Context: an optimization exercise on an open-source flow, tuned for small area, a short achievable clock period and few clock cycles. The choices shown serve that exercise and are no tape-out recipe. At most, simulation tests tie the RTL to the original design; equivalence was not proved. Only the layout flow was run in runs 5 and 7; the RTL was not checked for function there. Power and IR drop assume default switching activity.

`design/flow/config.mk`:
```
export PLATFORM = sky130hd
export DESIGN_NAME = cpu16_top
export DESIGN_NICKNAME = cpu16_top
export VERILOG_FILES = /design/flow/design.v
export SDC_FILE = /design/flow/constraint.sdc
export NUM_CORES = 4
export LEC_CHECK = 0
export ABC_AREA = 1
export CAP_MARGIN = 20
export CORE_MARGIN = 2
export CORE_UTILIZATION = 40
export GPL_TIMING_DRIVEN = 0
export SETUP_SLACK_MARGIN = 3.5
export SLEW_MARGIN = 20
```
`design/flow/constraint.sdc`:
```
create_clock -name core_clock -period 6.5 [get_ports {CLK}]
set_input_delay 1.3000 -clock core_clock [delete_from_list [all_inputs] [get_ports {CLK}]]
set_output_delay 1.3000 -clock core_clock [all_outputs]
set_load 0.01 [all_outputs]
```
`design/flow/design.v`:
```
package cpu16_pkg;
	typedef logic [16-1:0]        word_t;     
	typedef logic [$clog2(16)-1:0]  reg_idx_t;  
	typedef logic [3:0]                      flags_t;    
	typedef enum logic [1:0] {
		PH_FETCH   = 2'd0,  
		PH_DECODE  = 2'd1,  
		PH_EXECUTE = 2'd2,  
		PH_COMMIT  = 2'd3   
	} phase_t;
	typedef struct packed {
		logic [1:0] group;      
		logic [2:0] alu_op;     
		logic       const_arg;  
		reg_idx_t   ra;         
		reg_idx_t   rb;         
		logic [3:0] imm;        
		logic       ld;         
		logic       st;         
		logic       ldi;        
		logic [1:0] incdec;     
		logic       jump;       
		logic       rel;        
		logic       halt;       
	} ctrl_t;
	typedef struct packed {
		logic  write;  
		word_t addr;
		word_t wdata;
	} mem_req_t;
endpackage
`timescale 1ns/100ps
module cpu16_top (
	input  logic        CLK,
	input  logic        rst_n,
	input  logic        imem_ack,
	input  logic [15:0] imem_data,
	input  logic        dmem_ack,
	input  logic [15:0] dmem_rdata,
	output logic        imem_req,
	output logic [15:0] imem_addr,
	output logic        dmem_req,
	output logic [32:0] dmem_cmd,
	output logic        halted
);
	logic        ph;        
	logic [15:0] ir;        
	logic [15:0] a;         
	logic [15:0] b;         
	logic [15:0] fa;        
	logic [3:0]  flags;     
	logic [15:0] res_q;     
	logic        c_q;       
	logic        wr_q;      
	logic        dm_pend;   
	logic        halted_r;
	logic        tk_abs;    
	logic        tk_rel;    
	logic        fr_q;      
	logic        fw_q;      
	logic [15:0] regs [16];
	logic x_halt;   
	logic x_mem;    
	logic x_ld;     
	logic x_wr;     
	logic x_alu;    
	logic x_xw;     
	logic x_lw;     
	logic x_arith, x_sub, x_and, x_or, x_xor, x_shl, x_shr, x_mov;
	logic dm_wait, f_acc, x_go;
	assign dm_wait = dm_pend && !dmem_ack;
	assign f_acc   = !ph && imem_ack && !dm_wait;
	assign x_go    = ph && !dm_pend;
	logic [15:0] incval;
	assign incval = ir[13] ? b - 16'd1 : b + 16'd1;
	logic        we, w_ra, w_ld;
	logic [3:0]  waddr;
	logic [15:0] wdata;
	assign w_ld  = x_ld && dm_pend;
	assign we    = wr_q || (dm_pend && dmem_ack && x_lw) || (x_go && x_xw);
	assign w_ra  = wr_q || w_ld;
	assign waddr = w_ra ? ir[7:4] : ir[3:0];
	assign wdata = wr_q ? res_q : (w_ld ? dmem_rdata : incval);
	logic [15:0] rf_d, rf_en;
	assign rf_d = rst_n ? wdata : 16'd0;
	always_comb
		for (int i = 0; i < 16; i++)
			rf_en[i] = !rst_n || (we && waddr == 4'(i));
	always_ff @(posedge CLK)
		for (int i = 0; i < 16; i++)
			if (rf_en[i])
				regs[i] <= rf_d;
	logic [3:0] flags_n;
	assign flags_n = (wr_q && x_alu) ? {c_q, res_q == 16'd0, ~^res_q, res_q[15]} : flags;
	logic [1:0]  d_grp;
	logic [3:0]  d_aluf;
	logic        d_ldi, d_mem, d_ld, d_alu, d_incdec, d_const, d_sub, d_shl, d_fsel, d_taken;
	assign d_grp    = imem_data[15:14];
	assign d_aluf   = imem_data[13:10];
	assign d_alu    = (d_grp == 2'b11);
	assign d_ldi    = (d_grp == 2'b01) && (imem_data[9:8] == 2'b01);
	assign d_mem    = (d_grp == 2'b01) && (imem_data[9:8] != 2'b01);
	assign d_ld     = d_mem && !imem_data[10];
	assign d_incdec = imem_data[13] ^ imem_data[12];
	assign d_const  = d_alu ? imem_data[8] : d_ldi;
	assign d_sub    = d_alu && (d_aluf == 4'b0010);
	assign d_shl    = d_alu && (d_aluf == 4'b0110);
	always_comb begin
		case (imem_data[9:8])
			2'b00:   d_fsel = flags_n[3];
			2'b01:   d_fsel = flags_n[2];
			2'b10:   d_fsel = flags_n[1];
			default: d_fsel = flags_n[0];
		endcase
	end
	assign d_taken = (d_grp == 2'b10) && (!imem_data[13] || (d_fsel == imem_data[12]));
	logic [15:0] rda, rdb, fwa, fwb, a_in, b_in;
	assign rda = regs[imem_data[7:4]];
	assign rdb = regs[imem_data[3:0]];
	assign fwa = (we && waddr == imem_data[7:4]) ? wdata : rda;
	assign fwb = (we && waddr == imem_data[3:0]) ? wdata : rdb;
	logic [15:0] fa_inc;
	assign fa_inc = fa + 16'd1;
	always_comb
		for (int i = 0; i < 16; i++)
			a_in[i] = (d_grp == 2'b10) ? fa_inc[i] : (d_shl ? fwa[15-i] : fwa[i]);
	assign b_in = (d_const ? {12'd0, imem_data[3:0]} : fwb) ^ {16{d_sub}};
	logic [15:0] alu_res, sh_rev;
	logic [16:0] sum, shr_wide;
	logic        alu_c;
	assign sum      = {1'b0, a} + {1'b0, b} + {16'd0, x_sub};
	assign shr_wide = {a, 1'b0} >> b[3:0];
	always_comb
		for (int i = 0; i < 16; i++)
			sh_rev[i] = shr_wide[16-i];
	assign alu_res = ({16{x_mov}} & b) | ({16{x_arith}} & sum[15:0]) |
		({16{x_and}} & (a & b)) | ({16{x_or}} & (a | b)) | ({16{x_xor}} & (a ^ b)) |
		({16{x_shl}} & sh_rev) | ({16{x_shr}} & shr_wide[16:1]);
	assign alu_c   = (x_arith && (sum[16] ^ x_sub)) || ((x_shl || x_shr) && shr_wide[0]);
	logic ph_n, halted_n, dm_pend_n;
	assign ph_n      = f_acc ? 1'b1 : (x_go ? 1'b0 : ph);
	assign halted_n  = halted_r || (x_go && x_halt);
	assign dm_pend_n = (x_go && x_mem) ? 1'b1 : (dmem_ack ? 1'b0 : dm_pend);
	always_ff @(posedge CLK) begin
		if (!rst_n) begin
			ph       <= 1'b0;
			fa       <= 16'h0000;
			flags    <= '0;
			wr_q     <= 1'b0;
			dm_pend  <= 1'b0;
			halted_r <= 1'b0;
			tk_abs   <= 1'b0;
			tk_rel   <= 1'b0;
			fr_q     <= 1'b1;
			fw_q     <= 1'b0;
		end else begin
			fr_q <= ph_n == 1'b0 && !halted_n;
			fw_q <= ph_n == 1'b0 && !halted_n && dm_pend_n;
			wr_q  <= x_go && x_wr;
			flags <= flags_n;
			if (f_acc) begin
				ph     <= 1'b1;
				fa     <= fa_inc;
				tk_abs <= d_taken && !imem_data[10];
				tk_rel <= d_taken && imem_data[10];
			end
			if (x_go) begin
				ph     <= 1'b0;
				tk_abs <= 1'b0;
				tk_rel <= 1'b0;
				if (tk_abs)
					fa <= b;
				else if (tk_rel)
					fa <= sum[15:0];
				if (x_halt)
					halted_r <= 1'b1;
			end
			if (x_go && x_mem)
				dm_pend <= 1'b1;
			else if (dmem_ack)
				dm_pend <= 1'b0;
		end
	end
	always_ff @(posedge CLK) begin
		res_q <= alu_res;
		c_q   <= alu_c;
		if (f_acc) begin
			ir      <= imem_data;
			a       <= a_in;
			b       <= b_in;
			x_halt  <= (d_grp == 2'b00) && (imem_data[13:11] == 3'b001);
			x_mem   <= d_mem;
			x_ld    <= d_ld;
			x_wr    <= d_alu || d_ldi;
			x_alu   <= d_alu;
			x_xw    <= d_ld && d_incdec;
			x_lw    <= d_ld ? !(d_incdec && (imem_data[7:4] == imem_data[3:0])) : (d_mem && d_incdec);
			x_arith <= d_alu && (d_aluf[3:2] == 2'b00) && (d_aluf[1] ^ d_aluf[0]);
			x_sub   <= d_sub;
			x_and   <= d_alu && (d_aluf == 4'b0011);
			x_or    <= d_alu && (d_aluf == 4'b0100);
			x_xor   <= d_alu && (d_aluf == 4'b0101);
			x_shl   <= d_shl;
			x_shr   <= d_alu && (d_aluf == 4'b0111);
			x_mov   <= d_ldi || (d_alu && (d_aluf[3] || (d_aluf[2:0] == 3'b000)));
		end
	end
	assign halted    = halted_r || (ph && !dm_pend && x_halt);
	assign imem_req  = (ph && !halted_r && !dm_pend && !x_halt && !tk_rel) ||
		(fr_q && !imem_ack) || (fw_q && !dmem_ack);
	assign imem_addr = tk_abs ? b : fa;
	assign dmem_req  = (ph && !dm_pend && x_mem) || dm_wait;
	assign dmem_cmd  = {ir[10], b, a};
endmodule
```
`design/flow/flow/run.sh`:
```
#!/bin/bash
set -e
export BUFFER_PORTS_ARGS="-buffer_cell sky130_fd_sc_hd__buf_2"
bash standard.sh > standard.log 2>&1
```
`design/flow/standard.sh`:
```
#!/bin/bash
# synth_recipe.tcl (not shown) runs the flow's synth.tcl, then flattens the netlist and writes it again
# the make line also repeats each setting of config.mk as NAME=value (left out here)
make -C /OpenROAD-flow-scripts/flow DESIGN_CONFIG=/design/flow/config.mk WORK_HOME=/design/flow/orfs CLKGATE_MAP_FILE= SYNTH_SCRIPT=/design/flow/synth_recipe.tcl "${@:-finish}"
```
==> flow_metrics.tcl, run 1 <==
set metrics [dict create \
    clock_sinks 358 \
    worst-path-max-fanout 2 \
    synthMostInstantiatedCell "sky130_fd_sc_hd__nand2_1" \
    n_antenna_cell 0 \
    detail_route.wl_per_cell_um 24.3 \
    synth_area_um2 20900 \
    yosysWarningCount 2 \
    drc_errors 0 \
    fillerInstances 4811 \
    unrepaired_setup_endpoints_after_global_routing "yes" \
    critPathCaptureType "output pin" \
    detailedRoute.firstIterationViolations 2858 \
    grt_util_all_layers_pct 30.5 \
    power.ir.vdd_worst_mv 0.211 \
    dp_area_um2 22600 \
    finalSetupViolations 0 \
    numCtsBuffers 41 \
    worst-endpoint-arrival_ns 1.87 \
    period_share_pct 48.8 \
    seq_area_um2 10300 \
    initial_utilization_pct 40.6 \
    detailedRoute.firstPassIterationCount 6 \
    setup.worst_path.start_class "primary input" \
    cts_hold_buf 0 \
    yosysTopAreaCellShare_pct 45.1 \
    vias_per_cell 5.75 \
    report.final.slew_viol_count 0 \
    cts_root_buf "sky130_fd_sc_hd__clkbuf_16" \
    place_congestion 0.976 \
    slew_worst_pin_ns 1.11 \
    multiInputGateArea_um2 10000 \
    cts.path.max_buffers 3 \
    number_of_enable_flip_flop_cells_after_synthesis 313 \
    die-area_um2 54000 \
    synth_fp_nets 2638 \
    critical_path.cell_chain "buf_8, inv_2, a221o_1, buf_2" \
    finalCoreUtilization_pct 49.9 \
    fmaxAchievable_ghz 0.315 \
    yosys.cell_types.count 61 \
    synth_commonest_cells "sky130_fd_sc_hd__nand2_1 (862), sky130_fd_sc_hd__edfxtp_1 (313), sky130_fd_sc_hd__inv_1 (257), sky130_fd_sc_hd__nand3_1 (165), sky130_fd_sc_hd__nor2_1 (163)" \
    die_w_um 232 \
    largest_area_contributor_in_the_netlist "sky130_fd_sc_hd__edfxtp_1" \
    synth_seq_cells 358 \
    mapped_cells 2537 \
    synth.area.top_cells "sky130_fd_sc_hd__edfxtp_1 (45%), sky130_fd_sc_hd__nand2_1 (16%), sky130_fd_sc_hd__inv_1 (4.6%)" \
    normalized_max_slew_margin_pct 25.7 \
    synth-seq-area-share_pct 49.4 \
    path_clk_slew_ns 0.06 \
    fin_nets 2868 \
    finalSetupTns_ns 0 \
    finalClockSkew_ns 0.0351 \
    outcome "complete, no violations" \
    total_non_filler_cell_area_in_the_finished_layout_um2 25700 \
    grt_max_degree 41 \
    cts_tree "done" \
    min_path_type "register to register" \
    antenna_found_initial 2 \
    critical_path_rt_ns 5.20 \
    rows 83 \
    max-cap-violations 0 \
    antenna_left 0 \
    drive_above_1_share_pct 18.0 \
    fin_hold_ws_ns 0.475 \
    area.growth.synth_to_final_pct 23.0 \
    power.static_leakage_nw 10.8 \
    ys_dominant_reg_cell "sky130_fd_sc_hd__edfxtp_1" \
    hpwl_um 62100 \
    finalHoldViolations 0 \
    worst-setup-path-type "primary input to output pin" \
    critPathMaxStageDelay_ns 0.32 \
    power_per_cell_area_nw_per_um2 282 \
    synthesis.area_per_instance_um2 8.22 \
    core_um2 51400 \
    clk_latency_ns 0.59 \
    highest_delay_cell_along_the_critical_path "sky130_fd_sc_hd__a221o_1" \
    placed_cells_incl_taps 3318 \
    routed_wirelength_um 84500 \
    finalCriticalPeriod_ns 3.17 \
    htree_levels 2 \
    globalRoute.totalOverflow 0 \
    fin_cells 3479 \
    routed-via-count 20000 \
    synth-async-reset-ratio_pct 0 \
    number_of_global_route_vias_before_repair 18300 \
    floorplan.die.height_um 232 \
    top_level_ports 88 \
    port-buffer-count 87 \
    grt_first_pass_wirelength_um 120000 \
]
## cell families (layout without fill, tap and decap cells)
logic type	count (synthesis)	after routing	synth area share (%)
mux	3	3	0.144
compound gates	376	376	10.9
flops	358	358	49.4
buf+inv	359	621	6.94
xor+xnor	40	40	1.75
simple gates	1336	1336	26.9
fa+ha+maj	65	65	4.01
## layer usage
metal	vias up	part of all wire (%)	track usage (%)
met5	-	0	0
met4	0	3.5	10.9
met3	179	12	4.74
met2	1204	43	45.1
met1	9539	42	45.0
li1	9080	-	-
## power by group
part / switching (mW) / internal [mW] / leakage [nW] / total (mW)
sequential: 0.172 / 2.89 / 3.54 / 3.06
combinational: 1.33 / 0.593 / 6.68 / 1.92
clock: 0.972 / 1.28 / 0.620 / 2.25
total: 2.47 / 4.76 / 10.8 / 7.23
## layout make-up
| class | count | share of cell area (%) |
|---|---|---|
| clock inverter | 18 | 0.649 |
| inverter | 266 | 4.02 |
| timing repair buffer | 187 | 5.66 |
| tap | 680 | 3.32 |
| multi-input combinational | 1820 | 39.0 |
| buffer | 93 | 2.91 |
| sequential | 358 | 40.2 |
| clock buffer | 57 | 4.32 |
## worst max-delay path: cells and delay by family
kind / cells / cell delay (ns)
AO/OA/AOI/OAI: 1 / 0.32
buffers and inverters: 3 / 0.25
## cell usage in the layout (no fill, tap or decap), types with 16 or more instances in the layout
cell type	netlist	final
sky130_fd_sc_hd__nand3_1	165	157
sky130_fd_sc_hd__nor2_2	2	16
sky130_fd_sc_hd__inv_1	257	240
sky130_fd_sc_hd__nor2_1	163	113
sky130_fd_sc_hd__o211ai_1	23	23
sky130_fd_sc_hd__buf_6	4	33
sky130_fd_sc_hd__nand2_4	2	22
sky130_fd_sc_hd__xor2_1	30	30
sky130_fd_sc_hd__nor3_1	29	24
sky130_fd_sc_hd__buf_4	3	95
sky130_fd_sc_hd__o22ai_1	26	26
sky130_fd_sc_hd__o21ai_0	153	126
sky130_fd_sc_hd__a21oi_1	86	79
sky130_fd_sc_hd__dfxtp_1	45	44
sky130_fd_sc_hd__nand2_1	862	832
sky130_fd_sc_hd__edfxtp_1	313	313
sky130_fd_sc_hd__nand4_1	82	82
sky130_fd_sc_hd__ha_1	62	61
sky130_fd_sc_hd__buf_2	33	81
sky130_fd_sc_hd__clkbuf_16	0	44
sky130_fd_sc_hd__nor2_4	1	37
sky130_fd_sc_hd__clkbuf_1	46	41
## worst paths after layout
check	slack [ns]	endpoint	cells after the start	from
setup / recovery	3.33	imem_req	4	imem_ack
hold / removal	0.48	wr_q$_SDFF_PN0_	2	x_wr$_DFFE_PP_
setup reg to reg	3.51	res_q[11]$_DFF_P_	13	b[2]$_DFFE_PP_
hold reg to reg	0.48	wr_q$_SDFF_PN0_	2	x_wr$_DFFE_PP_
## stage by stage
| stage | power (mW) | worst slack [ns] |
|---|---|---|
| final | 7.23 | 3.33 |
| after floorplan | 4.03 | 2.99 |
| after global placement | 4.69 | 1.37 |
| after detailed placement | 4.74 | 2.16 |
| after global routing | 7.48 | 3.33 |
| after CTS | 7.09 | 3.30 |
## sequential cells by signal (all words and copies together), names as in the netlist, 4 cells and up
| signal | flops |
|---|---|
| fa | 16 |
| b | 16 |
| a | 16 |
| ir | 10 |
| flags | 4 |
| res_q | 16 |
| regs | 256 |
## timing repair
item / CTS / global route
cloned: 0 / 0
setup endpoints to repair: 284 / 184
resized for setup: 221 / 117
buffers inserted: 52 / 34
pin swaps: 15 / 33
Testbench counts, summed over its fixed seeds: cycles 42,776.
==> run 2, diff against run 1 <==
--- a/design/flow/config.mk
+++ b/design/flow/config.mk
@@ -10,5 +10,4 @@
 export CORE_MARGIN = 2
 export CORE_UTILIZATION = 40
-export GPL_TIMING_DRIVEN = 0
 export SETUP_SLACK_MARGIN = 3.5
 export SLEW_MARGIN = 20
==> flow_metrics.tcl, run 2 <==
set metrics [dict create \
    outcome "complete, no violations" \
    critPathCaptureType "output pin" \
    grt_util_all_layers_pct 29.0 \
    port-buffer-count 87 \
    antenna_found_initial 3 \
    worst-setup-path-type "primary input to output pin" \
    critical_path_rt_ns 5.20 \
    synth-async-reset-ratio_pct 0 \
    routed-via-count 19600 \
    normalized_max_slew_margin_pct 29.4 \
    clk_latency_ns 0.58 \
    largest_reg_flops 256 \
    max-cap-violations 0 \
    seq_area_um2 10300 \
    synthesis.area_per_instance_um2 8.22 \
    number_of_enable_flip_flop_cells_after_synthesis 313 \
    fmaxAchievable_ghz 0.319 \
    power.static_leakage_nw 10.2 \
    drc_errors 0 \
    detailedRoute.firstIterationViolations 2221 \
    core_um2 51400 \
    grt_first_pass_wirelength_um 116000 \
    path_depth 4 \
    finalHoldViolations 0 \
    report.final.slew_viol_count 0 \
    finalSetupTns_ns 0 \
    cts.path.max_buffers 3 \
    globalRoute.totalOverflow 0 \
    mostFrequentLayoutCell "sky130_fd_sc_hd__nand2_1" \
    synth-seq-area-share_pct 49.4 \
    setup.reg_to_reg.worst_slack_ns 3.61 \
    power_per_cell_area_nw_per_um2 281 \
    antenna_left 0 \
    worst_case_setup_margin_in_the_final_layout_ns 3.37 \
    synth_fp_nets 2638 \
    unrepaired_setup_endpoints_after_global_routing "yes" \
    largest_area_contributor_in_the_netlist "sky130_fd_sc_hd__edfxtp_1" \
    yosys.cell_types.count 61 \
    top_level_ports 88 \
    critPathTopFamily "compound AO/OA/AOI/OAI gates" \
    multiInputGateArea_um2 9630 \
    synth.area.top_cells "sky130_fd_sc_hd__edfxtp_1 (45%), sky130_fd_sc_hd__nand2_1 (16%), sky130_fd_sc_hd__inv_1 (4.6%)" \
    grt_max_degree 43 \
    setup.worst_path.start_class "primary input" \
    fillerInstances 4843 \
    fin_nets 2785 \
    finalClockSkew_ns 0.0301 \
    synth_commonest_cells "sky130_fd_sc_hd__nand2_1 (862), sky130_fd_sc_hd__edfxtp_1 (313), sky130_fd_sc_hd__inv_1 (257), sky130_fd_sc_hd__nand3_1 (165), sky130_fd_sc_hd__nor2_1 (163)" \
    worst-endpoint-arrival_ns 1.83 \
    most-common-layout-cells "sky130_fd_sc_hd__nand2_1 (842), sky130_fd_sc_hd__edfxtp_1 (313), sky130_fd_sc_hd__inv_1 (240)" \
    yosysWarningCount 2 \
    numCtsBuffers 39 \
    highest_delay_cell_along_the_critical_path "sky130_fd_sc_hd__a221o_1" \
    path_clk_slew_ns 0.06 \
    mapped_cells 2537 \
    synth_seq_cells 358 \
    place_worst_setup_slack_ns 2.28 \
    worst-path-max-fanout 2 \
    vias_per_cell 5.78 \
    whs_path_depth 2 \
    hpwl_um 56100 \
    cts_hold_buf 0 \
    critical_path.cell_chain "buf_6, inv_2, a221o_1, buf_2" \
    synth_area_um2 20900 \
    place_congestion 0.965 \
    area.growth.synth_to_final_pct 17.5 \
    cts_root_buf "sky130_fd_sc_hd__clkbuf_16" \
    routed_wirelength_um 79800 \
    r2r-start "b[9]$_DFFE_PP_" \
    slew_worst_pin_ns 1.05 \
    drive_above_1_share_pct 14.7 \
    regToRegEndpoint "regs[1][14]$_DFFE_PP_" \
    finalCriticalPeriod_ns 3.13 \
    die-area_um2 54000 \
    detail_route.wl_per_cell_um 23.5 \
    power.ir.vdd_worst_mv 0.187 \
    clock_sinks 358 \
    initial_utilization_pct 40.6 \
    period_share_pct 48.2 \
    yosysTopAreaCellShare_pct 45.1 \
    floorplan.die.height_um 232 \
    ys_dominant_reg_cell "sky130_fd_sc_hd__edfxtp_1" \
    report.power.total_mw 6.89 \
    number_of_global_route_vias_before_repair 18200 \
    cp_num_buf_inv 3 \
    rows 83 \
    worstRegToRegCells 12 \
    detailedRoute.firstPassIterationCount 6 \
    worstSetupStartpoint "imem_ack" \
    min_path_type "register to register" \
    worstSetupEndpoint "imem_req" \
    synthMostInstantiatedCell "sky130_fd_sc_hd__nand2_1" \
    htree_levels 2 \
    cts_tree "done" \
    critPathMaxStageDelay_ns 0.30 \
    finalSetupViolations 0 \
    max_flop_register "regs" \
    die_w_um 232 \
]
## run 2: cell count changes in the layout (fill, tap and decap cells not counted), sizes merged
cell      delta
clkinvlp    +11
buf         -36
clkbuf      -52
bufinv       -2
diode        +1
nor2         +1
clkinv       +3
inv         -12
## run 2: power breakdown
part           internal, mW  switching (mW)
Sequential             2.89           0.196
Combinational         0.521            1.21
Clock                  1.14           0.941
## run 2: worst register-to-register path: stages (launching register included)
cell and delay, ns:
sky130_fd_sc_hd__edfxtp_1 0.61, sky130_fd_sc_hd__ha_1 0.45, sky130_fd_sc_hd__a21oi_1 0.23, sky130_fd_sc_hd__o21ai_0 0.18, sky130_fd_sc_hd__a21oi_1 0.20, sky130_fd_sc_hd__nand2_1 0.07, sky130_fd_sc_hd__nand2_1 0.06, sky130_fd_sc_hd__nand3_1 0.13
sky130_fd_sc_hd__nand2_1 0.10, sky130_fd_sc_hd__nand2_1 0.17, sky130_fd_sc_hd__inv_1 0.18, sky130_fd_sc_hd__nor2_4 0.07, sky130_fd_sc_hd__buf_4 0.19
## run 2: area by class of cell
class / count / share of cell area (%)
diodes: 1 / 0.0102
clock buffers: 53 / 4.28
clock inverters: 16 / 0.480
inverters: 266 / 4.39
multi-input cells: 1821 / 39.3
flip-flops and latches: 358 / 42.1
well taps: 680 / 3.47
repair buffers: 196 / 5.94
repair inverters: 2 / 0.0409
## run 2: metrics by stage
stage | instances | area (um2) | utilization (%) | hold WS (ns)
6_report | 3393 | 24500 | 47.7 | 0.480
3_3_place_gp | 3261 | 22200 | 43.1 | 0.475
3_5_place_dp | 3261 | 22200 | 43.2 | 0.473
2_1_floorplan | 2537 | 20900 | - | 0.455
5_1_grt | 3393 | 24500 | 47.7 | 0.563
4_1_cts | 3363 | 24000 | 46.7 | 0.482
## run 2: what timing repair did
action                     in CTS  in global routing
setup endpoints to repair     512                201
resized for setup              87                 63
setup buffers                  31                 27
gates cloned                    2                  2
pin swaps                       3                 14
## run 2: cells by family after synthesis
kind of cell    after synthesis  share of synthesized area, %
fa+ha+maj                    65                          4.01
simple gates               1336                          26.9
buf+inv                     359                          6.94
flops                       358                          49.4
compound gates              376                          10.9
mux                           3                         0.144
xor+xnor                     40                          1.75
## run 2: per-layer routing
layer | GRT usage (%) | share of wire, %
met2 | 42.3 | 43
met1 | 41.0 | 42
met3 | 5.54 | 11
met5 | 0 | 0.016
met4 | 14.2 | 4.9
## run 2: worst min-delay path by stage
| stage | start | end | slack (ns) |
|---|---|---|---|
| 3_3_place_gp | x_wr$_DFFE_PP_ | wr_q$_SDFF_PN0_ | 0.47 |
| 6_report | x_wr$_DFFE_PP_ | wr_q$_SDFF_PN0_ | 0.48 |
| 5_1_grt | x_wr$_DFFE_PP_ | wr_q$_SDFF_PN0_ | 0.56 |
| 2_1_floorplan | x_wr$_DFFE_PP_ | wr_q$_SDFF_PN0_ | 0.46 |
| 3_5_place_dp | x_wr$_DFFE_PP_ | wr_q$_SDFF_PN0_ | 0.47 |
| 4_1_cts | x_wr$_DFFE_PP_ | wr_q$_SDFF_PN0_ | 0.48 |
==> run 3, diff against run 2 <==
--- a/design/flow/config.mk
+++ b/design/flow/config.mk
@@ -10,4 +10,4 @@
 export CORE_MARGIN = 2
 export CORE_UTILIZATION = 40
-export SETUP_SLACK_MARGIN = 3.5
+export SETUP_SLACK_MARGIN = 3.6
 export SLEW_MARGIN = 20
==> flow_metrics.tcl, run 3 <==
set metrics [dict create \
    drc_errors 0 \
    setup.worst_path.start_class "primary input" \
    critPathTopFamily "compound AO/OA/AOI/OAI gates" \
    numCtsBuffers 39 \
    path_clk_slew_ns 0.06 \
    grt_util_all_layers_pct 29.8 \
    die_w_um 232 \
    normalized_max_slew_margin_pct 4.72 \
    finalSetupTns_ns 0 \
    finalHoldViolations 0 \
    finalSetupViolations 0 \
    synth_compound_gate_area_share_pct 10.9 \
    finalCriticalPeriod_ns 3.14 \
    grt_max_degree 58 \
    synthMostInstantiatedCell "sky130_fd_sc_hd__nand2_1" \
    highest_layer "met5" \
    ys_dominant_reg_cell "sky130_fd_sc_hd__edfxtp_1" \
    slew_worst_pin_ns 1.41 \
    synth_area_um2 20900 \
    clock_sinks 358 \
    power.static_leakage_nw 10.8 \
    antenna_left 0 \
    initial_utilization_pct 40.6 \
    hpwl_um 56000 \
    worst_case_setup_margin_in_the_final_layout_ns 3.36 \
    cts_root_buf "sky130_fd_sc_hd__clkbuf_16" \
    met2_length_um 35500 \
    core_um2 51400 \
    detailedRoute.firstPassIterationCount 6 \
    number_of_enable_flip_flop_cells_after_synthesis 313 \
    routed-via-count 20200 \
    worst-endpoint-arrival_ns 1.84 \
    detailedRoute.firstIterationViolations 2825 \
    area.growth.synth_to_final_pct 23.4 \
    fmaxAchievable_ghz 0.319 \
    mostFrequentLayoutCell "sky130_fd_sc_hd__nand2_1" \
    port-buffer-count 87 \
    mapped_cells 2537 \
    worstSetupEndpoint "imem_req" \
    muxShareOfSynthArea_pct 0.144 \
    critPathCaptureType "output pin" \
    synth_commonest_cells "sky130_fd_sc_hd__nand2_1 (862), sky130_fd_sc_hd__edfxtp_1 (313), sky130_fd_sc_hd__inv_1 (257), sky130_fd_sc_hd__nand3_1 (165), sky130_fd_sc_hd__nor2_1 (163)" \
    synth_top_family_by_area "simple AND/OR/NAND/NOR gates" \
    synth_fp_nets 2638 \
    synthAdderAreaFrac_pct 4.01 \
    outcome "complete, no violations" \
    power.ir.vdd_worst_mv 0.173 \
    critical_path_rt_ns 5.20 \
    unrepaired_setup_endpoints_after_global_routing "yes" \
    met1_length_um 32900 \
    number_of_global_route_vias_before_repair 19000 \
    cts.path.max_buffers 3 \
    detail_route.wl_per_cell_um 24.0 \
    globalRoute.totalOverflow 0 \
    vias_per_cell 5.88 \
    power_per_cell_area_nw_per_um2 284 \
    setup.reg_to_reg.worst_slack_ns 3.57 \
    synth-seq-area-share_pct 49.4 \
    htree_levels 2 \
    rows 83 \
    worst-setup-path-type "primary input to output pin" \
    clk_latency_ns 0.59 \
    place_congestion 0.993 \
    synthesis.area_per_instance_um2 8.22 \
    synth_seq_cells 358 \
    floorplan.die.height_um 232 \
    yosys.cell_types.count 61 \
    critical_path.cell_chain "buf_8, inv_8, a221o_1, buf_2" \
    dp_area_um2 22200 \
    min_path_type "register to register" \
    die-area_um2 54000 \
    report.final.slew_viol_count 0 \
    max_flop_register "regs" \
    total_non_filler_cell_area_in_the_finished_layout_um2 25700 \
    largest_area_contributor_in_the_netlist "sky130_fd_sc_hd__edfxtp_1" \
    most-common-layout-cells "sky130_fd_sc_hd__nand2_1 (826), sky130_fd_sc_hd__edfxtp_1 (313), sky130_fd_sc_hd__inv_1 (231)" \
    cts_tree "done" \
    grt_first_pass_wirelength_um 118000 \
    place_worst_setup_slack_ns 2.42 \
    finalClockSkew_ns 0.0362 \
    period_share_pct 48.3 \
    worstSetupStartpoint "dmem_ack" \
    yosys.area_share.xor_xnor_pct 1.75 \
    synth.area.top_cells "sky130_fd_sc_hd__edfxtp_1 (45%), sky130_fd_sc_hd__nand2_1 (16%), sky130_fd_sc_hd__inv_1 (4.6%)" \
    yosysWarningCount 2 \
    max-cap-violations 0 \
    worstRegToRegCells 11 \
    path_depth 4 \
    routed_wirelength_um 82500 \
    synth-simple-area-share_pct 26.9 \
    fin_nets 2828 \
    met3_length_um 9580 \
    worst-path-max-fanout 3 \
    drive_above_1_share_pct 19.0 \
    r2r-start "b[2]$_DFFE_PP_" \
    synth-async-reset-ratio_pct 0 \
    yosysTopAreaCellShare_pct 45.1 \
    critPathMaxStageDelay_ns 0.29 \
    antenna_found_initial 3 \
    top_level_ports 88 \
    largest_reg_flops 256 \
    cp_num_buf_inv 3 \
    regToRegEndpoint "b[5]$_DFFE_PP_" \
    highest_delay_cell_along_the_critical_path "sky130_fd_sc_hd__a221o_1" \
]
-- run 3: cell count changes in the layout (fill, tap and decap cells not counted), moves of 8 or more --
cell / change
sky130_fd_sc_hd__buf_12: +24
sky130_fd_sc_hd__nor2_1: -17
sky130_fd_sc_hd__nand2_1: -16
sky130_fd_sc_hd__nor2_4: +16
sky130_fd_sc_hd__buf_4: +14
sky130_fd_sc_hd__nand2_4: +11
sky130_fd_sc_hd__nand3_2: +11
sky130_fd_sc_hd__o21ai_2: +11
sky130_fd_sc_hd__inv_1: -9
sky130_fd_sc_hd__nand3_1: -9
sky130_fd_sc_hd__clkbuf_1: -8
-- run 3: cells by family after synthesis --
| group | after synthesis |
|---|---|
| xor gates and xnor gates | 40 |
| adders and majority gates | 65 |
| muxes | 3 |
| AOI/OAI and AO/OA | 376 |
| and+or+nand+nor | 1336 |
| DFF | 358 |
| buffers and inverters | 359 |
-- run 3: worst min-delay path by stage --
stage,from,endpoint,cells past startpoint
finish,x_wr$_DFFE_PP_,wr_q$_SDFF_PN0_,2
global route,x_wr$_DFFE_PP_,wr_q$_SDFF_PN0_,2
CTS,x_wr$_DFFE_PP_,wr_q$_SDFF_PN0_,2
detailed placement,x_wr$_DFFE_PP_,wr_q$_SDFF_PN0_,2
global placement,x_wr$_DFFE_PP_,wr_q$_SDFF_PN0_,2
floorplan,x_wr$_DFFE_PP_,wr_q$_SDFF_PN0_,2
-- run 3: cell type report --
class                           count  area [um2]
Timing Repair inverter              2        10.0
Timing Repair Buffer              239        2140
Antenna cell                        1        2.50
Clock inverter                     25         345
Fill cell                        4724       25700
Tap cell                          680         851
Clock buffer                       46        1030
Sequential cell                   358       10300
Inverter                          266        1110
Multi-Input combinational cell   1821        9940
-- run 3: per-stage QoR --
step	power [mW]	instances	hold slack [ns]	utilization [%]
final	7.31	3438	0.507	50.1
after global routing	7.57	3438	0.541	50.1
after CTS	7.16	3407	0.508	48.6
after detailed placement	4.67	3253	0.491	43.1
after global placement	4.64	3253	0.494	43.1
after floorplan	4.03	2537	0.455	-
-- run 3: worst min-delay path, delay by kind of cell (launching register included) --
kind             cells  cell delay, ns
DFF                  1            0.33
and+or+nand+nor      2            0.14
-- run 3: routing by layer --
layer,global-route usage [%],vias up
met5,0,-
met4,14.9,4
met3,5.84,278
met2,44.7,1227
met1,41.0,9713
li1,-,8998
-- run 3: report_power, final --
group,switching (mW),internal [mW],leakage [nW]
Sequential,0.188,2.89,3.54
Combinational,1.26,0.590,6.57
Clock,0.989,1.40,0.661
-- run 3: what timing repair did --
item,4_1_cts,5_1_grt
hold buffers,0,0
cloned,3,2
pin swaps,19,19
gates resized for setup,138,115
endpoints found under the setup margin,506,307
buffers inserted,80,28
==> run 4, diff against run 3 <==
--- a/design/flow/config.mk
+++ b/design/flow/config.mk
@@ -9,5 +9,5 @@
 export CAP_MARGIN = 20
 export CORE_MARGIN = 2
-export CORE_UTILIZATION = 40
-export SETUP_SLACK_MARGIN = 3.6
+export CORE_UTILIZATION = 50
+export SETUP_SLACK_MARGIN = 3.5
 export SLEW_MARGIN = 20
==> flow_metrics.tcl, run 4 <==
set metrics [dict create \
    outcome "complete, no violations" \
    cts.path.max_buffers 3 \
    power.static_leakage_nw 10.6 \
    largest_area_contributor_in_the_netlist "sky130_fd_sc_hd__edfxtp_1" \
    detailedRoute.firstPassIterationCount 9 \
    path_clk_slew_ns 0.06 \
    dp_area_um2 22000 \
    initial_utilization_pct 50.8 \
    cts_hold_buf 0 \
    worst-endpoint-arrival_ns 1.83 \
    worst-path-max-fanout 3 \
    vias_per_cell 6.18 \
    antenna_left 0 \
    drc_errors 0 \
    finalHoldViolations 0 \
    detailedRoute.firstIterationViolations 2740 \
    top_level_ports 88 \
    placed_cells_incl_taps 3104 \
    total_non_filler_cell_area_in_the_finished_layout_um2 25100 \
    fmaxAchievable_ghz 0.319 \
    yosysWarningCount 2 \
    synth-async-reset-ratio_pct 0 \
    grt_max_degree 43 \
    grtUsageMet2_pct 63.1 \
    critical_path_rt_ns 5.20 \
    routed_wirelength_um 87500 \
    grt_most_used_layer "met2" \
    cts_tree "done" \
    port-buffer-count 87 \
    globalRoute.totalOverflow 0 \
    number_of_enable_flip_flop_cells_after_synthesis 313 \
    core_um2 41000 \
    synth_commonest_cells "sky130_fd_sc_hd__nand2_1 (862), sky130_fd_sc_hd__edfxtp_1 (313), sky130_fd_sc_hd__inv_1 (257), sky130_fd_sc_hd__nand3_1 (165), sky130_fd_sc_hd__nor2_1 (163)" \
    max-cap-violations 0 \
    fillerInstances 3524 \
    synth_fp_nets 2638 \
    power_per_cell_area_nw_per_um2 280 \
    drive_above_1_share_pct 17.6 \
    rows 74 \
    report.final.slew_viol_count 0 \
    numCtsBuffers 39 \
    unrepaired_setup_endpoints_after_global_routing "yes" \
    floorplan.die.height_um 208 \
    synth-seq-area-share_pct 49.4 \
    hpwl_um 58300 \
    htree_levels 2 \
    synthesis.area_per_instance_um2 8.22 \
    clk_latency_ns 0.55 \
    fin_nets 2828 \
    period_share_pct 48.2 \
    critPathCaptureType "output pin" \
    yosys.cell_types.count 61 \
    detail_route.wl_per_cell_um 26.6 \
    finalClockSkew_ns 0.0132 \
    synth_area_um2 20900 \
    antenna_found_initial 1 \
    global_route.usage.met1_pct 46.6 \
    mapped_cells 2537 \
    synth_seq_cells 358 \
    normalized_max_slew_margin_pct 24.9 \
    min_path_type "register to register" \
    synthMostInstantiatedCell "sky130_fd_sc_hd__nand2_1" \
    place_congestion 1.03 \
    finalSetupViolations 0 \
    die_w_um 208 \
    report.power.total_mw 7.02 \
    gr_met3_demand_resource_pct 7.31 \
    finalCriticalPeriod_ns 3.13 \
    grt_util_all_layers_pct 38.5 \
    ys_dominant_reg_cell "sky130_fd_sc_hd__edfxtp_1" \
    largest_reg_flops 256 \
    fin_cells 3288 \
    yosysTopAreaCellShare_pct 45.1 \
    most-common-layout-cells "sky130_fd_sc_hd__nand2_1 (835), sky130_fd_sc_hd__edfxtp_1 (313), sky130_fd_sc_hd__inv_1 (234)" \
    number_of_global_route_vias_before_repair 18400 \
    synth.area.top_cells "sky130_fd_sc_hd__edfxtp_1 (45%), sky130_fd_sc_hd__nand2_1 (16%), sky130_fd_sc_hd__inv_1 (4.6%)" \
    setup.worst_path.start_class "primary input" \
    clock_sinks 358 \
    area.growth.synth_to_final_pct 20.4 \
    finalSetupTns_ns 0 \
    grt_first_pass_wirelength_um 122000 \
    routed-via-count 20300 \
    power.ir.vdd_worst_mv 0.279 \
    slew_worst_pin_ns 1.12 \
    mostFrequentLayoutCell "sky130_fd_sc_hd__nand2_1" \
    finalCoreUtilization_pct 61.2 \
    worst-setup-path-type "primary input to output pin" \
    die-area_um2 43400 \
    max_flop_register "regs" \
    cts_root_buf "sky130_fd_sc_hd__clkbuf_16" \
]
==> run 4: critical path, cell delays in order <==
cell and delay [ns]:
sky130_fd_sc_hd__buf_8 0.07, sky130_fd_sc_hd__inv_4 0.03, sky130_fd_sc_hd__a221o_1 0.29, sky130_fd_sc_hd__buf_2 0.14
==> run 4: timing repair <==
action,CTS,global route
endpoints found under the setup margin,392,369
buffers inserted,66,43
pin swaps,19,24
gates cloned,2,3
resized for setup,104,100
==> run 4: worst paths after layout <==
| check | startpoint | endpoint | slack (ns) | depth (start not counted) |
|---|---|---|---|---|
| min reg2reg | flags[3]$_SDFF_PN0_ | flags[3]$_SDFF_PN0_ | 0.53 | 2 |
| max | dmem_ack | imem_req | 3.37 | 4 |
| min | flags[3]$_SDFF_PN0_ | flags[3]$_SDFF_PN0_ | 0.53 | 2 |
| max reg2reg | wr_q$_SDFF_PN0_ | regs[11][8]$_DFFE_PP_ | 3.47 | 8 |
==> run 4: cells by family (layout without fill, tap and decap cells) <==
group | count (synthesis) | count (layout) | synth area share [%]
flops | 358 | 358 | 49.4
xor+xnor | 40 | 40 | 1.75
fa+ha+maj | 65 | 65 | 4.01
simple gates | 1336 | 1339 | 26.9
buf+inv | 359 | 574 | 6.94
mux | 3 | 3 | 0.144
compound gates | 376 | 376 | 10.9
other cells | 0 | 1 | 0
==> run 4: layout make-up <==
cell class	instances	area, um2	area share (%)
Timing Repair inverter	2	10.0	0.0399
Tap cell	532	666	2.65
Clock inverter	27	201	0.803
Clock buffer	42	997	3.97
Multi-Input combinational cell	1823	9890	39.4
Antenna cell	1	2.50	0.00997
Sequential cell	358	10300	41.1
Timing Repair Buffer	237	1950	7.77
Inverter	266	1070	4.28
==> run 4: per-stage QoR <==
step                      hold WS, ns  worst slack [ns]
final                           0.533              3.37
after detailed placement        0.499              2.52
after global routing            0.579              3.34
after floorplan                 0.455              2.99
after CTS                       0.518              3.32
after global placement          0.497              2.43
==> run 4: where the power goes <==
part | switching, mW | internal, mW
Sequential | 0.194 | 2.89
Combinational | 1.27 | 0.537
Clock | 0.939 | 1.19
==> run 4: layer usage <==
| layer | up-vias | wire length, um |
|---|---|---|
| li1 | 8998 | - |
| met1 | 9519 | 31500 |
| met2 | 1429 | 39900 |
| met3 | 363 | 9150 |
| met4 | 0 | 6970 |
| met5 | - | 0 |
==> run 5, diff against run 4 <==
--- a/design/flow/design.v
+++ b/design/flow/design.v
@@ -207,7 +207,7 @@
 	end
 	assign halted    = halted_r || (ph && !dm_pend && x_halt);
-	assign imem_req  = (ph && !halted_r && !dm_pend && !x_halt && !tk_rel) ||
+	assign imem_req  = (ph && !halted_r && !dm_pend && !x_halt) ||
 		(fr_q && !imem_ack) || (fw_q && !dmem_ack);
-	assign imem_addr = tk_abs ? b : fa;
+	assign imem_addr = tk_rel ? sum[15:0] : (tk_abs ? b : fa);
 	assign dmem_req  = (ph && !dm_pend && x_mem) || dm_wait;
 	assign dmem_cmd  = {ir[10], b, a};
--- a/design/flow/config.mk
+++ b/design/flow/config.mk
@@ -9,5 +9,5 @@
 export CAP_MARGIN = 20
 export CORE_MARGIN = 2
-export CORE_UTILIZATION = 50
+export CORE_UTILIZATION = 40
 export SETUP_SLACK_MARGIN = 3.5
 export SLEW_MARGIN = 20
==> flow_metrics.tcl, run 5 <==
set metrics [dict create \
    max-cap-violations 0 \
    mostFrequentLayoutCell "sky130_fd_sc_hd__nand2_1" \
    synth_area_um2 21000 \
    detailedRoute.firstPassIterationCount 6 \
    critical_path_rt_ns 5.20 \
    routed-via-count 20400 \
    finalCriticalPeriod_ns 4.22 \
    finalClockSkew_ns 0.0515 \
    yosysTopAreaCellShare_pct 44.7 \
    globalRoute.totalOverflow 0 \
    largest_area_contributor_in_the_netlist "sky130_fd_sc_hd__edfxtp_1" \
    clock_sinks 358 \
    yosysWarningCount 2 \
    fin_cells 3496 \
    fin_nets 2878 \
    synth_fp_nets 2691 \
    synthesis.area_per_instance_um2 8.12 \
    finalCoreUtilization_pct 49.4 \
    grt_first_pass_wirelength_um 125000 \
    power_per_cell_area_nw_per_um2 285 \
    whs_path_depth 2 \
    port-buffer-count 87 \
    floorplan.die.height_um 233 \
    period_share_pct 65.0 \
    numCtsBuffers 40 \
    drc_errors 0 \
    fillerInstances 4956 \
    initial_utilization_pct 40.2 \
    synth_seq_cells 358 \
    place_congestion 0.981 \
    finalSetupViolations 0 \
    synthAdderAreaFrac_pct 3.98 \
    clk_latency_ns 0.60 \
    grt_max_degree 44 \
    routed_wirelength_um 86700 \
    muxShareOfSynthArea_pct 0.238 \
    worst-endpoint-arrival_ns 2.92 \
    die-area_um2 54400 \
    rows 84 \
    power.ir.vdd_worst_mv 0.236 \
    finalHoldViolations 0 \
    mapped_cells 2590 \
    finalSetupTns_ns 0 \
    number_of_enable_flip_flop_cells_after_synthesis 313 \
    synth_commonest_cells "sky130_fd_sc_hd__nand2_1 (921), sky130_fd_sc_hd__edfxtp_1 (313), sky130_fd_sc_hd__inv_1 (252), sky130_fd_sc_hd__nor2_1 (172), sky130_fd_sc_hd__nand3_1 (164)" \
    top_level_ports 88 \
    htree_levels 2 \
    grt_util_all_layers_pct 31.4 \
    seq_area_um2 10300 \
    hpwl_um 58900 \
    cts_root_buf "sky130_fd_sc_hd__clkbuf_16" \
    report.power.total_mw 7.35 \
    antenna_left 0 \
    cts.path.max_buffers 3 \
    yosys.cell_types.count 57 \
    path_clk_slew_ns 0.07 \
    worstRegToRegCells 14 \
    number_of_global_route_vias_before_repair 19100 \
    worst-path-max-fanout 3 \
    synthMostInstantiatedCell "sky130_fd_sc_hd__nand2_1" \
    vias_per_cell 5.83 \
    synth-simple-area-share_pct 27.5 \
    synth_top_family_by_area "simple AND/OR/NAND/NOR gates" \
    worst-setup-path-type "register to output pin" \
    unrepaired_setup_endpoints_after_global_routing "yes" \
    detail_route.wl_per_cell_um 24.8 \
    synth.area.top_cells "sky130_fd_sc_hd__edfxtp_1 (45%), sky130_fd_sc_hd__nand2_1 (16%), sky130_fd_sc_hd__inv_1 (4.5%)" \
    cts_tree "done" \
    most-common-layout-cells "sky130_fd_sc_hd__nand2_1 (877), sky130_fd_sc_hd__edfxtp_1 (313), sky130_fd_sc_hd__inv_1 (232)" \
    drive_above_1_share_pct 19.2 \
    normalized_max_slew_margin_pct 20.8 \
    min_path_type "register to register" \
    synth_compound_gate_area_share_pct 11.1 \
    yosys.area_share.xor_xnor_pct 1.42 \
    outcome "complete, no violations" \
    max_flop_register "regs" \
    report.final.slew_viol_count 0 \
    synth-async-reset-ratio_pct 0 \
    core_um2 52200 \
    largest_reg_flops 256 \
    slew_worst_pin_ns 1.17 \
    fmaxAchievable_ghz 0.237 \
    area.growth.synth_to_final_pct 22.8 \
    ys_dominant_reg_cell "sky130_fd_sc_hd__edfxtp_1" \
    power.static_leakage_nw 10.9 \
    antenna_found_initial 3 \
    die_w_um 233 \
    placed_cells_incl_taps 3307 \
    setup.worst_path.start_class "register" \
    detailedRoute.firstIterationViolations 2709 \
    synth-seq-area-share_pct 49.0 \
    multiInputGateArea_um2 10400 \
    critPathCaptureType "output pin" \
]
==> run 5: per-layer routing <==
metal / up-vias / track usage (%) / wire length, um
met5: - / 0 / 12
met4: 2 / 17.3 / 5280
met3: 229 / 5.77 / 9120
met2: 1268 / 47.8 / 38100
met1: 9728 / 42.3 / 34200
li1: 9148 / - / -
==> run 5: critical path, stage by stage (launching register included) <==
cell and delay (ns):
sky130_fd_sc_hd__edfxtp_1 0.41, sky130_fd_sc_hd__buf_12 0.12, sky130_fd_sc_hd__fa_2 0.23, sky130_fd_sc_hd__inv_2 0.05
sky130_fd_sc_hd__fa_2 0.39, sky130_fd_sc_hd__o21ai_4 0.18, sky130_fd_sc_hd__a21oi_4 0.09, sky130_fd_sc_hd__o21ai_2 0.16
sky130_fd_sc_hd__xor2_2 0.30, sky130_fd_sc_hd__nand2_1 0.16, sky130_fd_sc_hd__o21ai_2 0.09, sky130_fd_sc_hd__buf_2 0.14
==> run 5: cell families (layout without fill, tap and decap cells) <==
group	after synthesis	count (layout)
AND/OR/NAND/NOR	1393	1396
AO/OA/AOI/OAI	377	377
flip-flops	358	358
buffers and inverters	358	572
adder cells (fa/ha/maj)	65	65
XOR/XNOR	34	34
multiplexers	5	5
other	0	1
==> run 5: stage by stage <==
step           worst slack [ns]  hold WS [ns]  area, um2
3_3_place_gp               2.16         0.462      22400
4_1_cts                    2.19         0.503      25100
2_1_floorplan              3.13         0.440      21200
5_1_grt                    2.21         0.535      25800
6_report                   2.28         0.512      25800
3_5_place_dp               2.13         0.486      22400
==> run 5: final cells by class <==
cell class / instances / area share [%]
Timing Repair inverter: 1 / 0.0194
Inverter: 261 / 4.13
Timing Repair Buffer: 238 / 7.31
Clock buffer: 47 / 4.06
Sequential cell: 358 / 40.0
Multi-Input combinational cell: 1877 / 40.4
Tap cell: 688 / 3.33
Clock inverter: 25 / 0.780
Antenna cell: 1 / 0.00969
==> run 5: path summary, 6_finish.rpt <==
kind	from	to	slack (ns)
worst min register to register	x_wr$_DFFE_PP_	wr_q$_SDFF_PN0_	0.51
worst max-delay path	b[0]$_DFFE_PP_	imem_addr[8]	2.28
worst min-delay path	x_wr$_DFFE_PP_	wr_q$_SDFF_PN0_	0.51
worst max register to register	ir[13]$_DFFE_PP_	regs[2][10]$_DFFE_PP_	3.54
==> run 5: repair_timing <==
| action | CTS | global route |
|---|---|---|
| buffers inserted | 78 | 32 |
| pin swaps | 23 | 27 |
| gates cloned | 6 | 0 |
| hold buffers | 0 | 0 |
| endpoints found under the setup margin | 460 | 177 |
| gates resized for setup | 155 | 111 |
==> run 5: where the power goes <==
group | switching [mW] | leakage, nW | internal [mW]
clock network | 0.984 | 0.610 | 1.20
registers | 0.197 | 3.54 | 2.89
logic | 1.39 | 6.77 | 0.680
total | 2.57 | 10.9 | 4.78
==> run 6, diff against run 5 <==
--- a/design/flow/design.v
+++ b/design/flow/design.v
@@ -57,6 +57,6 @@
 	logic        tk_abs;    
 	logic        tk_rel;    
-	logic        fr_q;      
-	logic        fw_q;      
+	logic        fr_n;      
+	logic        fw_n;      
 	logic [15:0] regs [16];
 	logic x_halt;   
@@ -152,9 +152,9 @@
 			tk_abs   <= 1'b0;
 			tk_rel   <= 1'b0;
-			fr_q     <= 1'b1;
-			fw_q     <= 1'b0;
+			fr_n     <= 1'b0;
+			fw_n     <= 1'b1;
 		end else begin
-			fr_q <= ph_n == 1'b0 && !halted_n;
-			fw_q <= ph_n == 1'b0 && !halted_n && dm_pend_n;
+			fr_n <= ph_n || halted_n;
+			fw_n <= ph_n || halted_n || !dm_pend_n;
 			wr_q  <= x_go && x_wr;
 			flags <= flags_n;
@@ -207,7 +207,7 @@
 	end
 	assign halted    = halted_r || (ph && !dm_pend && x_halt);
-	assign imem_req  = (ph && !halted_r && !dm_pend && !x_halt) ||
-		(fr_q && !imem_ack) || (fw_q && !dmem_ack);
-	assign imem_addr = tk_rel ? sum[15:0] : (tk_abs ? b : fa);
+	assign imem_req  = (ph && !halted_r && !dm_pend && !x_halt && !tk_rel) ||
+		!(fr_n || imem_ack) || !(fw_n || dmem_ack);
+	assign imem_addr = tk_abs ? b : fa;
 	assign dmem_req  = (ph && !dm_pend && x_mem) || dm_wait;
 	assign dmem_cmd  = {ir[10], b, a};
==> flow_metrics.tcl, run 6 <==
set metrics [dict create \
    global_route.usage.met1_pct 39.5 \
    synth_seq_cells 358 \
    setup.worst_path.start_class "primary input" \
    cts_tree "done" \
    worst-setup-path-type "primary input to output pin" \
    numCtsBuffers 40 \
    unrepaired_setup_endpoints_after_global_routing "yes" \
    fin_nets 2793 \
    finalHoldViolations 0 \
    routed_wirelength_um 78900 \
    detailedRoute.firstIterationViolations 2568 \
    worst-path-max-fanout 2 \
    synthMostInstantiatedCell "sky130_fd_sc_hd__nand2_1" \
    slew_worst_pin_ns 0.873 \
    finalClockSkew_ns 0.0267 \
    mostFrequentLayoutCell "sky130_fd_sc_hd__nand2_1" \
    synth.area.top_cells "sky130_fd_sc_hd__edfxtp_1 (45%), sky130_fd_sc_hd__nand2_1 (16%), sky130_fd_sc_hd__inv_1 (4.5%)" \
    min_path_type "register to register" \
    finalSetupViolations 0 \
    die_w_um 232 \
    drc_errors 0 \
    antenna_found_initial 0 \
    synthesis.area_per_instance_um2 8.19 \
    r2r-start "wr_q$_SDFF_PN0_" \
    worst-endpoint-arrival_ns 1.72 \
    critPathMaxStageDelay_ns 0.15 \
    cts_root_buf "sky130_fd_sc_hd__clkbuf_16" \
    grtUsageMet2_pct 46.5 \
    report.final.slew_viol_count 0 \
    initial_utilization_pct 40.4 \
    number_of_global_route_vias_before_repair 18500 \
    grt_most_used_layer "met2" \
    power_per_cell_area_nw_per_um2 289 \
    fmaxAchievable_ghz 0.331 \
    synth-async-reset-ratio_pct 0 \
    rows 83 \
    critical_path.cell_chain "buf_6, inv_4, nand2_2, o21ai_2, buf_2" \
    clock_sinks 358 \
    area.growth.synth_to_final_pct 19.2 \
    largest_area_contributor_in_the_netlist "sky130_fd_sc_hd__edfxtp_1" \
    number_of_enable_flip_flop_cells_after_synthesis 313 \
    cts.path.max_buffers 3 \
    synth-seq-area-share_pct 49.7 \
    path_clk_slew_ns 0.06 \
    clk_latency_ns 0.59 \
    critical_path_rt_ns 5.20 \
    detailedRoute.firstPassIterationCount 6 \
    cts_hold_buf 0 \
    worstSetupStartpoint "dmem_ack" \
    grt_first_pass_wirelength_um 115000 \
    critPathCaptureType "output pin" \
    synth_commonest_cells "sky130_fd_sc_hd__nand2_1 (891), sky130_fd_sc_hd__edfxtp_1 (313), sky130_fd_sc_hd__inv_1 (246), sky130_fd_sc_hd__nor2_1 (179), sky130_fd_sc_hd__nand3_1 (171)" \
    most-common-layout-cells "sky130_fd_sc_hd__nand2_1 (878), sky130_fd_sc_hd__edfxtp_1 (313), sky130_fd_sc_hd__inv_1 (226)" \
    hpwl_um 57000 \
    yosys.cell_types.count 57 \
    normalized_max_slew_margin_pct 41.8 \
    placed_cells_incl_taps 3259 \
    grt_util_all_layers_pct 29.0 \
    finalCoreUtilization_pct 48.2 \
    antenna_left 0 \
    max_flop_register "regs" \
    outcome "complete, no violations" \
    power.ir.vdd_worst_mv 0.237 \
    port-buffer-count 87 \
    worst_hold_startpoint "flags[2]$_SDFF_PN0_" \
    grt_max_degree 54 \
    largest_reg_flops 256 \
    drive_above_1_share_pct 14.6 \
    highest_delay_cell_along_the_critical_path "sky130_fd_sc_hd__buf_2" \
    ys_dominant_reg_cell "sky130_fd_sc_hd__edfxtp_1" \
    report.power.total_mw 7.15 \
    synth_area_um2 20700 \
    detail_route.wl_per_cell_um 23.2 \
    gr_met3_demand_resource_pct 4.32 \
    htree_levels 2 \
    power.static_leakage_nw 10.4 \
    mapped_cells 2534 \
    die-area_um2 53700 \
    n_antenna_cell 0 \
    synth_fp_nets 2635 \
    floorplan.die.height_um 232 \
    vias_per_cell 5.74 \
    routed-via-count 19500 \
    core_um2 51300 \
    max-cap-violations 0 \
    period_share_pct 46.5 \
    globalRoute.totalOverflow 0 \
    yosysTopAreaCellShare_pct 45.3 \
    place_congestion 0.997 \
    yosysWarningCount 2 \
    top_level_ports 88 \
    finalCriticalPeriod_ns 3.02 \
    fin_cells 3404 \
    finalSetupTns_ns 0 \
]
run 6: per-stage QoR:
stage / setup WS (ns) / cell area [um2] / hold WS, ns
after floorplan: 3.14 / 20800 / 0.440
after global placement: 2.47 / 22100 / 0.475
after global routing: 3.44 / 24700 / 0.517
after CTS: 3.44 / 24100 / 0.497
final: 3.48 / 24700 / 0.499
after detailed placement: 2.43 / 22100 / 0.489
run 6: logic make-up (layout without fill, tap and decap cells):
group	Yosys count	in the layout	synth area share [%]
and+or+nand+nor	1366	1366	27.4
AOI/OAI and AO/OA	362	362	10.8
DFF	358	358	49.7
buffers and inverters	347	537	6.59
adders and majority gates	65	65	4.03
xor gates and xnor gates	34	34	1.44
muxes	2	2	0.0965
run 6: worst max-delay path: cells and delay by family:
family,cells,cell delay [ns]
buf+inv,3,0.29
compound gates,1,0.07
simple gates,1,0.05
run 6: repair_timing:
| item | in CTS | in global routing |
|---|---|---|
| gates resized for setup | 70 | 72 |
| cloned | 1 | 0 |
| pin swaps | 4 | 12 |
| endpoints found under the setup margin | 361 | 194 |
| buffers inserted | 38 | 32 |
| hold endpoints to repair | 0 | 0 |
run 6: worst paths after layout:
path | slack [ns] | endpoint | cells after the start
worst max-delay path | 3.48 | dmem_req | 5
worst min register to register | 0.50 | flags[2]$_SDFF_PN0_ | 2
worst min-delay path | 0.50 | flags[2]$_SDFF_PN0_ | 2
worst max register to register | 3.57 | a[12]$_DFFE_PP_ | 17
run 6: per-layer routing:
| layer | share of wire [%] | vias up |
|---|---|---|
| met3 | 9.2 | 186 |
| li1 | - | 8922 |
| met2 | 46 | 1100 |
| met5 | 0 | - |
| met4 | 3.9 | 0 |
| met1 | 41 | 9317 |
run 6: cell type report:
class	count	area (um2)
well taps	680	851
inverters	256	1050
clock inverters	27	318
repair buffers	206	1620
flip-flops and latches	358	10300
repair inverters	1	5.00
fillers	4919	26600
multi-input cells	1829	9550
clock buffers	47	1030
run 6: report_power, final:
part / internal (mW) / total [mW] / switching, mW / leakage (nW)
Combinational: 0.528 / 1.70 / 1.17 / 6.19
Clock: 1.38 / 2.37 / 0.983 / 0.661
Sequential: 2.88 / 3.08 / 0.198 / 3.54
Testbench counts of run 6, summed over its fixed seeds: cycles 42,776.
==> run 7, diff against run 6 <==
--- a/design/flow/design.v
+++ b/design/flow/design.v
@@ -54,4 +54,5 @@
 	logic        wr_q;      
 	logic        dm_pend;   
+	logic        dmp_n;     
 	logic        halted_r;
 	logic        tk_abs;    
@@ -124,11 +125,15 @@
 	always_comb
 		for (int i = 0; i < 16; i++)
-			a_in[i] = (d_grp == 2'b10) ? fa_inc[i] : (d_shl ? fwa[15-i] : fwa[i]);
-	assign b_in = (d_const ? {12'd0, imem_data[3:0]} : fwb) ^ {16{d_sub}};
-	logic [15:0] alu_res, sh_rev;
+			a_in[i] = (d_grp == 2'b10) ? fa_inc[i] : fwa[i];
+	assign b_in = d_const ? {12'd0, imem_data[3:0]} : fwb;
+	logic [15:0] alu_res, sh_rev, sh_in, b_add;
 	logic [16:0] sum, shr_wide;
 	logic        alu_c;
-	assign sum      = {1'b0, a} + {1'b0, b} + {16'd0, x_sub};
-	assign shr_wide = {a, 1'b0} >> b[3:0];
+	assign b_add    = b ^ {16{x_sub}};
+	assign sum      = {1'b0, a} + {1'b0, b_add} + {16'd0, x_sub};
+	always_comb
+		for (int i = 0; i < 16; i++)
+			sh_in[i] = x_shl ? a[15-i] : a[i];
+	assign shr_wide = {sh_in, 1'b0} >> b[3:0];
 	always_comb
 		for (int i = 0; i < 16; i++)
@@ -149,4 +154,5 @@
 			wr_q     <= 1'b0;
 			dm_pend  <= 1'b0;
+			dmp_n    <= 1'b1;
 			halted_r <= 1'b0;
 			tk_abs   <= 1'b0;
@@ -155,5 +161,6 @@
 			fw_n     <= 1'b1;
 		end else begin
-			fr_n <= ph_n || halted_n;
+			fr_n  <= ph_n || halted_n;
+			dmp_n <= !dm_pend_n;
 			fw_n <= ph_n || halted_n || !dm_pend_n;
 			wr_q  <= x_go && x_wr;
@@ -210,5 +217,5 @@
 		!(fr_n || imem_ack) || !(fw_n || dmem_ack);
 	assign imem_addr = tk_abs ? b : fa;
-	assign dmem_req  = (ph && !dm_pend && x_mem) || dm_wait;
+	assign dmem_req  = (ph && !dm_pend && x_mem) || !(dmp_n || dmem_ack);
 	assign dmem_cmd  = {ir[10], b, a};
 endmodule
==> flow_metrics.tcl, run 7 <==
set metrics [dict create \
    outcome "complete, no violations" \
    cts_tree "done" \
    setup.reg_to_reg.worst_slack_ns 3.57 \
    critPathMaxStageDelay_ns 0.39 \
    antenna_found_initial 2 \
    critical_path_rt_ns 6.82 \
    worst-setup-path-type "primary input to register" \
    highest_delay_cell_along_the_critical_path "sky130_fd_sc_hd__nor4_1" \
    worst-path-max-fanout 9 \
    place_congestion 0.995 \
    finalCriticalPeriod_ns 3.05 \
    fmaxAchievable_ghz 0.328 \
    detailedRoute.firstPassIterationCount 6 \
    globalRoute.totalOverflow 0 \
    path_clk_slew_ns 0.06 \
    grtUsageMet2_pct 48.5 \
    antenna_left 0 \
    area.growth.synth_to_final_pct 21.6 \
    synth_commonest_cells "sky130_fd_sc_hd__nand2_1 (683), sky130_fd_sc_hd__edfxtp_1 (313), sky130_fd_sc_hd__inv_1 (306), sky130_fd_sc_hd__o21ai_0 (182), sky130_fd_sc_hd__nand3_1 (140)" \
    clk_latency_ns 0.59 \
    synth_fp_nets 2549 \
    routed_wirelength_um 84500 \
    die-area_um2 53800 \
    min_path_type "register to register" \
    most-common-layout-cells "sky130_fd_sc_hd__nand2_1 (660), sky130_fd_sc_hd__edfxtp_1 (313), sky130_fd_sc_hd__inv_1 (285)" \
    slew_worst_pin_ns 1.06 \
    period_share_pct 46.9 \
    synth.area.top_cells "sky130_fd_sc_hd__edfxtp_1 (45%), sky130_fd_sc_hd__nand2_1 (12%), sky130_fd_sc_hd__inv_1 (5.5%)" \
    detailedRoute.firstIterationViolations 3065 \
    number_of_enable_flip_flop_cells_after_synthesis 313 \
    yosysWarningCount 2 \
    power_per_cell_area_nw_per_um2 303 \
    critical_path.cell_chain "buf_2, nand2_1, inv_1, nand2_4, clkinvlp_4, buf_4, nand2_1, o21ai_0, nor4_1, a31oi_1, o21ai_0, nand2_1" \
    detail_route.wl_per_cell_um 25.4 \
    dp_area_um2 22100 \
    cts.path.max_buffers 3 \
    power.ir.vdd_worst_mv 0.197 \
    port-buffer-count 87 \
    top_level_ports 88 \
    grt_first_pass_wirelength_um 121000 \
    worst-endpoint-arrival_ns 3.37 \
    finalSetupTns_ns 0 \
    finalHoldViolations 0 \
    synth_seq_cells 359 \
    synth-seq-area-share_pct 49.7 \
    normalized_max_slew_margin_pct 28.4 \
    grt_util_all_layers_pct 30.8 \
    floorplan.die.height_um 232 \
    gr_met3_demand_resource_pct 6.45 \
    grt_max_degree 52 \
    ys_dominant_reg_cell "sky130_fd_sc_hd__edfxtp_1" \
    core_um2 51300 \
    fin_hold_ws_ns 0.480 \
    clock_sinks 359 \
    rows 83 \
    drc_errors 0 \
    path_common_cell "sky130_fd_sc_hd__nand2_1" \
    max-cap-violations 0 \
    global_route.usage.met1_pct 38.8 \
    finalSetupViolations 0 \
    yosys.cell_types.count 57 \
    vias_per_cell 5.95 \
    largest_reg_flops 256 \
    grt_most_used_layer "met2" \
    synth_area_um2 20800 \
    number_of_global_route_vias_before_repair 18500 \
    report.final.slew_viol_count 0 \
    synthMostInstantiatedCell "sky130_fd_sc_hd__nand2_1" \
    total_non_filler_cell_area_in_the_finished_layout_um2 25300 \
    unrepaired_setup_endpoints_after_global_routing "yes" \
    placed_cells_incl_taps 3154 \
    synthesis.area_per_instance_um2 8.54 \
    initial_utilization_pct 40.5 \
    routed-via-count 19800 \
    fin_nets 2732 \
    mapped_cells 2433 \
    yosysTopAreaCellShare_pct 45.2 \
    die_w_um 232 \
    fillerInstances 4805 \
    cts_root_buf "sky130_fd_sc_hd__clkbuf_16" \
    finalClockSkew_ns 0.0240 \
    max_flop_register "regs" \
    hpwl_um 58100 \
    mostFrequentLayoutCell "sky130_fd_sc_hd__nand2_1" \
    critPathCaptureType "register" \
    finalCoreUtilization_pct 49.2 \
    largest_area_contributor_in_the_netlist "sky130_fd_sc_hd__edfxtp_1" \
    numCtsBuffers 41 \
    power.static_leakage_nw 10.6 \
    setup.worst_path.start_class "primary input" \
    synth-async-reset-ratio_pct 0 \
    fin_cells 3331 \
    htree_levels 2 \
    drive_above_1_share_pct 16.1 \
]
-- run 7: cell types whose count changed after synthesis, sizes merged, moves of 7 or more --
cell     before  now
o21ai       136  190
ha           62   78
o22ai        23   69
nor2        181  129
o2111ai      14   22
nand2       895  688
inv         253  310
xor2         27   37
a21oi        77   84
nand4        84   60
buf          44   33
nor3         18   27
nand3       172  143
-- run 7: logic make-up (layout without fill, tap and decap cells) --
logic type               after synthesis  count (layout)  synth area share (%)
XOR/XNOR                              50              50                  2.11
flip-flops                           359             359                  49.7
adder cells (fa/ha/maj)               80              80                  4.89
AND/OR/NAND/NOR                     1071            1071                  21.7
other                                  0               2                     0
buffers and inverters                395             611                  7.49
AO/OA/AOI/OAI                        475             475                  14.0
multiplexers                           3               3                 0.145
-- run 7: cell type report --
cell class	instances	area (um2)	share of cell area [%]
tap	680	851	3.37
timing repair buffer	220	1780	7.05
clock buffer	50	1120	4.44
clock inverter	26	425	1.68
sequential	359	10300	40.9
multi-input combinational	1679	9480	37.5
antenna	2	5.00	0.0198
inverter	315	1260	5.01
-- run 7: power breakdown --
group	total [mW]	switching (mW)	leakage, nW	internal [mW]
combinational	1.89	1.29	6.34	0.600
sequential	3.12	0.212	3.55	2.91
clock	2.64	0.998	0.754	1.64
-- run 7: worst paths after layout --
kind | from | end | cells past startpoint
hold / removal | flags[2]$_SDFF_PN0_ | flags[2]$_SDFF_PN0_ | 2
hold reg to reg | flags[2]$_SDFF_PN0_ | flags[2]$_SDFF_PN0_ | 2
setup / recovery | imem_data[6] | a[1]$_DFFE_PP_ | 12
setup reg to reg | b[1]$_DFFE_PP_ | res_q[8]$_DFF_P_ | 11
-- run 7: per-stage QoR --
step | worst slack [ns] | total power, mW
after global routing | 3.46 | 7.91
after CTS | 3.44 | 7.52
final | 3.45 | 7.65
after detailed placement | 2.41 | 4.78
after floorplan | 3.08 | 4.10
after global placement | 2.28 | 4.76
-- run 7: worst max-delay path: cells and delay by family --
| kind | cells | cell delay (ns) |
|---|---|---|
| compound gates | 3 | 0.60 |
| buf+inv | 4 | 0.59 |
| simple gates | 5 | 0.87 |
-- run 7: timing repair --
item | in CTS | in global routing
pin swaps | 8 | 15
endpoints found under the setup margin | 462 | 308
setup buffers | 63 | 36
gates resized for setup | 98 | 66
hold buffers | 0 | 0
-- run 7: layer usage --
layer / vias to the layer above / wire length [um] / share of wire (%)
met1: 9266 / 31200 / 37
met3: 342 / 9510 / 11
met4: 0 / 6110 / 7.2
li1: 8753 / - / -
met2: 1442 / 37600 / 45
met5: - / 0 / 0

==> re-timing with driven ports <==
How much do the figures lean on ideal ports? The routed layouts below were timed once more, with nothing changed but the port constraints. Step 1 sets driving cells, clkbuf_16 on the clock port and buf_2 on the other inputs (assumed; they add their load-dependent delay and slew). Step 2 also shifts input and output timing later by t, the mid clock arrival at the registers, as if the neighbouring blocks saw the same clock. a / b / c = ideal ports / drivers / drivers and shift; a / b = the first two.
run | shift t [ns] | setup WS [ns] | hold slack, ns | latest minus earliest clock arrival (ns) | pins driven straight from the clock port
run 1 | 0.627 | 3.326 / 3.263 / 2.930 | 0.475 / 0.475 / 0.475 | 0.036 / 0.036 | 1
run 2 | 0.619 | 3.368 / 3.327 / 2.897 | 0.480 / 0.480 / 0.480 | 0.035 / 0.035 | 1
run 3 | 0.632 | 3.360 / 3.311 / 3.000 | 0.507 / 0.507 / 0.507 | 0.036 / 0.036 | 1
run 4 | 0.599 | 3.366 / 3.314 / 2.830 | 0.533 / 0.533 / 0.533 | 0.015 / 0.016 | 1
run 5 | 0.628 | 2.276 / 2.220 / 2.848 | 0.512 / 0.512 / 0.512 | 0.052 / 0.052 | 1
run 6 | 0.629 | 3.481 / 3.448 / 2.939 | 0.499 / 0.499 / 0.499 | 0.027 / 0.027 | 1
run 7 | 0.633 | 3.449 / 3.419 / 2.851 | 0.480 / 0.480 / 0.480 | 0.026 / 0.026 | 1
After both steps every run listed still meets setup and hold. For run 7, which loses most, drivers alone change the setup slack by -0.030 ns; drivers and shift together by -0.598 ns.
